This design comes from an exercise in tuning for small area on the open sky130 flow, not from production work.
The RTL was checked by simulation tests, not by an equivalence proof against the original design.
Power is estimated from default activity; no workload was simulated. The flow treats the clock pin as an ideal source, which a real chip does not have.

// rv_pipeline_top
module rv_pipeline_top (
  input  logic          clk,
  input  logic          reset,
  input  rv_pkg::word_t instr,
  input  rv_pkg::word_t read_data,
  output rv_pkg::word_t pc,
  output logic          mem_write,
  output rv_pkg::word_t data_addr,
  output rv_pkg::word_t write_data
);
Size: about 160 I/O pins, roughly 0.035 mm² of cells after synthesis.
Settings: LEC_CHECK=0, CAP_MARGIN=0, CORE_MARGIN=2, CORE_UTILIZATION=45, CTS_BUF_LIST=sky130_fd_sc_hd__clkbuf_16, CTS_CLUSTER_DIAMETER=80, CTS_CLUSTER_SIZE=30, PLACE_DENSITY=0.55, SLEW_MARGIN=0, SYNTH_HIERARCHICAL=1; clock period 10.0 ns.
standard.sh (not shown) runs the stock make flow with config.mk's settings and CLKGATE_MAP_FILE= SYNTH_SCRIPT=/design/flow/synth_recipe.tcl, a recipe that flattens the netlist after the stock synthesis.
==> flow/flow/run.sh <==
#!/bin/bash
set -o pipefail
cp standard.sh standard.sh.txt 2>/dev/null
export BUFFER_PORTS_ARGS="-buffer_cell sky130_fd_sc_hd__buf_1"
export CTS_ARGS="-sink_clustering_enable -repair_clock_nets -dont_use_dummy_load -buf_list sky130_fd_sc_hd__clkbuf_16 -sink_clustering_size 30 -sink_clustering_max_diameter 80"
bash standard.sh > standard.log 2>&1
The starting point ran to the end with no violations.
Next try:
==> flow/run.sh (new file) <==
#!/bin/bash
# synth_recipe.tcl (not shown) runs the flow's synth.tcl, then flattens the netlist and writes it again
# the make line also repeats each setting of config.mk as NAME=value (left out here)
make -C /OpenROAD-flow-scripts/flow DESIGN_CONFIG=/design/flow/config.mk WORK_HOME=/design/flow/orfs CLKGATE_MAP_FILE= SYNTH_SCRIPT=/design/flow/synth_recipe.tcl finish
Settings changed: CTS_BUF_LIST sky130_fd_sc_hd__clkbuf_16 to sky130_fd_sc_hd__clkbuf_8, CTS_CLUSTER_DIAMETER 80 to 60, CTS_CLUSTER_SIZE 30 to 16.
removed: flow/flow/run.sh
removed: flow/standard.sh
Synthesized cell count is unchanged.
Design area went up by 3.9%.
Total power went up by about 2.7%.
Final cell count went up by about 2.2%.
Routed wire length went up by 1.4%.
Register-to-register slack improves by 0.41 ns.
Die area does not change.
Next try:
Settings changed: CTS_BUF_LIST sky130_fd_sc_hd__clkbuf_8 to sky130_fd_sc_hd__clkbuf_16, CTS_CLUSTER_DIAMETER 60 to 80, CTS_CLUSTER_SIZE 16 to 30.
Outcome: The new run finished with timing, DRC and antenna clean; first-iteration DRC count goes up by 2.5%; fmax went down by 1.1%; hold slack degrades by 0.016 ns; combinational power barely changes; cell count came out lower by 1.3%; clock power hardly moves; synthesized cell count stays the same.

zinc:
rv_pipeline_top, a different RTL version from the one above (not shown whole).
Size in the first run: about 2700 cells after synthesis, roughly 1100 flip-flops.
==> flow/config.mk <==
export PLATFORM = sky130hd
export DESIGN_NAME = rv_pipeline_top
export DESIGN_NICKNAME = rv_pipeline_top
export VERILOG_FILES = /design/flow/design.v
export SDC_FILE = /design/flow/constraint.sdc
export NUM_CORES = 4
export LEC_CHECK = 0
export CAP_MARGIN = 0
export CORE_MARGIN = 2
export CORE_UTILIZATION = 52
export CTS_BUF_LIST = sky130_fd_sc_hd__clkbuf_16
export CTS_CLUSTER_DIAMETER = 80
export CTS_CLUSTER_SIZE = 30
export PLACE_DENSITY = 0.62
export SLEW_MARGIN = 0
export SYNTH_HIERARCHICAL = 1
==> flow/constraint.sdc <==
create_clock -name core_clock -period 10.0 [get_ports {clk}]
set_input_delay 2.0000 -clock core_clock [delete_from_list [all_inputs] [get_ports {clk}]]
set_output_delay 2.0000 -clock core_clock [all_outputs]
set_load 0.01 [all_outputs]
==> flow/flow/run.sh <==
#!/bin/bash
# The standard layout (standard.sh: standard synthesis, floorplan, place,
# CTS, route), with two changes: ports are buffered with buf_1 instead of the
# resizer's default pick, and CTS inserts no dummy loads.
set -o pipefail
export BUFFER_PORTS_ARGS="-buffer_cell sky130_fd_sc_hd__buf_1"
export CTS_ARGS="-sink_clustering_enable -repair_clock_nets -dont_use_dummy_load -buf_list sky130_fd_sc_hd__clkbuf_16 -sink_clustering_size 34 -sink_clustering_max_diameter 85"
bash standard.sh > standard.log 2>&1
zinc went all the way through the flow, and no timing, DRC or antenna check failed.
Here is what was changed in the inputs of nickel compared with zinc.
Settings: PLACE_DENSITY now 0.7, was 0.62; GPL_TIMING_DRIVEN now 0, previously not set; CORE_UTILIZATION now 60, was 52.
==> flow/flow/run.sh <==
#!/bin/bash
# The standard layout (standard.sh: standard synthesis, floorplan, place,
# CTS, route), with two changes: ports are buffered with buf_1 instead of the
# resizer's default pick, and CTS inserts no dummy loads.
set -o pipefail
export BUFFER_PORTS_ARGS="-buffer_cell sky130_fd_sc_hd__buf_1"
export CTS_ARGS="-sink_clustering_enable -repair_clock_nets -dont_use_dummy_load -buf_list sky130_fd_sc_hd__clkbuf_16 -sink_clustering_size 30 -sink_clustering_max_diameter 80"
bash standard.sh > standard.log 2>&1
==> comparison <==
Peak per-stage delay on the critical path delta for nickel relative to zinc: 0.30 ns higher
The lower number of cells traversed by the worst register-to-register path came out of zinc.
Run comparison: zinc critical path capture point u_rf.regs[24][31]$_DFF_P_; nickel critical path capture point u_rf.regs[7][31]$_DFF_P_
Finished, but not clean: nickel, with capacitance limit, slew limit.
Wire: nickel routes more than zinc
Compared with zinc, nickel shows a higher clock-cell share of area.
nickel vs. zinc: critical path depth went down 3, total area of multi-input combinational cells went up about 1.1%.
[diff] power consumed by the clock network, nickel relative to zinc: regression
> inputs changed (nickel -> amber)
Settings: a change of PLACE_DENSITY from 0.7 to 0.55; a deleted GPL_TIMING_DRIVEN that had been 0; a change of CORE_UTILIZATION from 60 to 45.
==> flow/flow/run.sh <==
#!/bin/bash
# The standard layout (standard.sh: standard synthesis, floorplan, place,
# CTS, route), with two changes: ports are buffered with buf_1 instead of the
# resizer's default pick, and CTS inserts no dummy loads.
set -o pipefail
export BUFFER_PORTS_ARGS="-buffer_cell sky130_fd_sc_hd__buf_1"
export CTS_ARGS="-sink_clustering_enable -repair_clock_nets -dont_use_dummy_load -buf_list sky130_fd_sc_hd__clkbuf_16 -sink_clustering_size 34 -sink_clustering_max_diameter 85"
bash standard.sh > standard.log 2>&1
### Flow results
amber closes out successfully: all stages finished, all timing, DRC and antenna checks passed. Run comparison: nickel source of the critical timing path instr[18]; amber source of the critical timing path instr[15]. When the final numbers for amber and nickel were put side by side, the part of the power in combinational logic turned out to be greater in nickel. Count of clock-net buffers in the final layout for amber is lower than for nickel. amber vs nickel on worst path required time: amber is the lower one. Compare amber and nickel | worst-path maximum fanout lower: nickel. Final cell utilization of the core down 16 points in amber wrt nickel. amber vs. nickel: number of inserted diodes now smaller; top achievable clock speed went up by 9.2%; cell count went up by 249.
Input changes introduced in garnet (baseline for comparison: amber):
==> flow/flow/run.sh <==
#!/bin/bash
# The standard layout (standard.sh: standard synthesis, floorplan, place,
# CTS, route), with two changes: ports are buffered with buf_1 instead of the
# resizer's default pick, and CTS inserts no dummy loads.
set -o pipefail
export BUFFER_PORTS_ARGS="-buffer_cell sky130_fd_sc_hd__buf_1"
export GPL_KEEP_OVERFLOW=0
export CTS_ARGS="-sink_clustering_enable -repair_clock_nets -dont_use_dummy_load -buf_list sky130_fd_sc_hd__clkbuf_16 -sink_clustering_size 34 -sink_clustering_max_diameter 85"
bash standard.sh > standard.log 2>&1
==> comparison <==
- Out of garnet and amber, the only run to close with the timing, design-rule and antenna checks passing was amber.
- Taking amber as the reference, in garnet post-detailed-routing wire length went down by 4.3%; clock skew moved down; net total in the final layout shrank by 3.5%.

## afterwards: timing with drivers on the ports
How much do the figures lean on ideal ports? The routed layouts below were timed once more, with nothing changed but the port constraints. Step 1, drivers: a clkbuf_16 drives clk and a buf_2 each remaining input, both assumed. Step 2 also shifts input and output timing later by t, the mid clock arrival at the registers, as if the neighbouring blocks saw the same clock. Slacks: ideal / step 1 / step 2; pairs: ideal / step 1.
| run | t (ns) | slack for setup (ns) | hold WS [ns] | clock arrival spread, ns | pins driven straight from the clock port |
|---|---|---|---|---|---|
| the first run of note 1 | 0.660 | 0.675 / 0.706 / 0.046 | 0.251 / 0.251 / 0.251 | 0.088 / 0.088 | 1 |
| the second run of note 1 | 0.791 | 0.740 / 0.748 / -0.044 | 0.320 / 0.320 / 0.320 | 0.059 / 0.059 | 1 |
| the third run of note 1 | 0.685 | 0.636 / 0.656 / -0.029 | 0.304 / 0.304 / 0.304 | 0.057 / 0.057 | 1 |
| zinc | 0.672 | 0.890 / 0.928 / 0.256 | 0.274 / 0.274 / 0.274 | 0.081 / 0.080 | 1 |
| nickel | 0.672 | 0.151 / 0.187 / -0.485 | 0.268 / 0.268 / 0.268 | 0.122 / 0.123 | 1 |
| amber | 0.662 | 0.984 / 1.010 / 0.348 | 0.244 / 0.244 / 0.244 | 0.118 / 0.118 | 1 |
| garnet | 0.652 | 0.215 / 0.258 / -0.394 | 0.251 / 0.251 / 0.251 | 0.092 / 0.092 | 1 |
For the second run of note 1, which loses most, drivers alone change the setup slack by +0.008 ns; drivers and shift together by -0.784 ns.
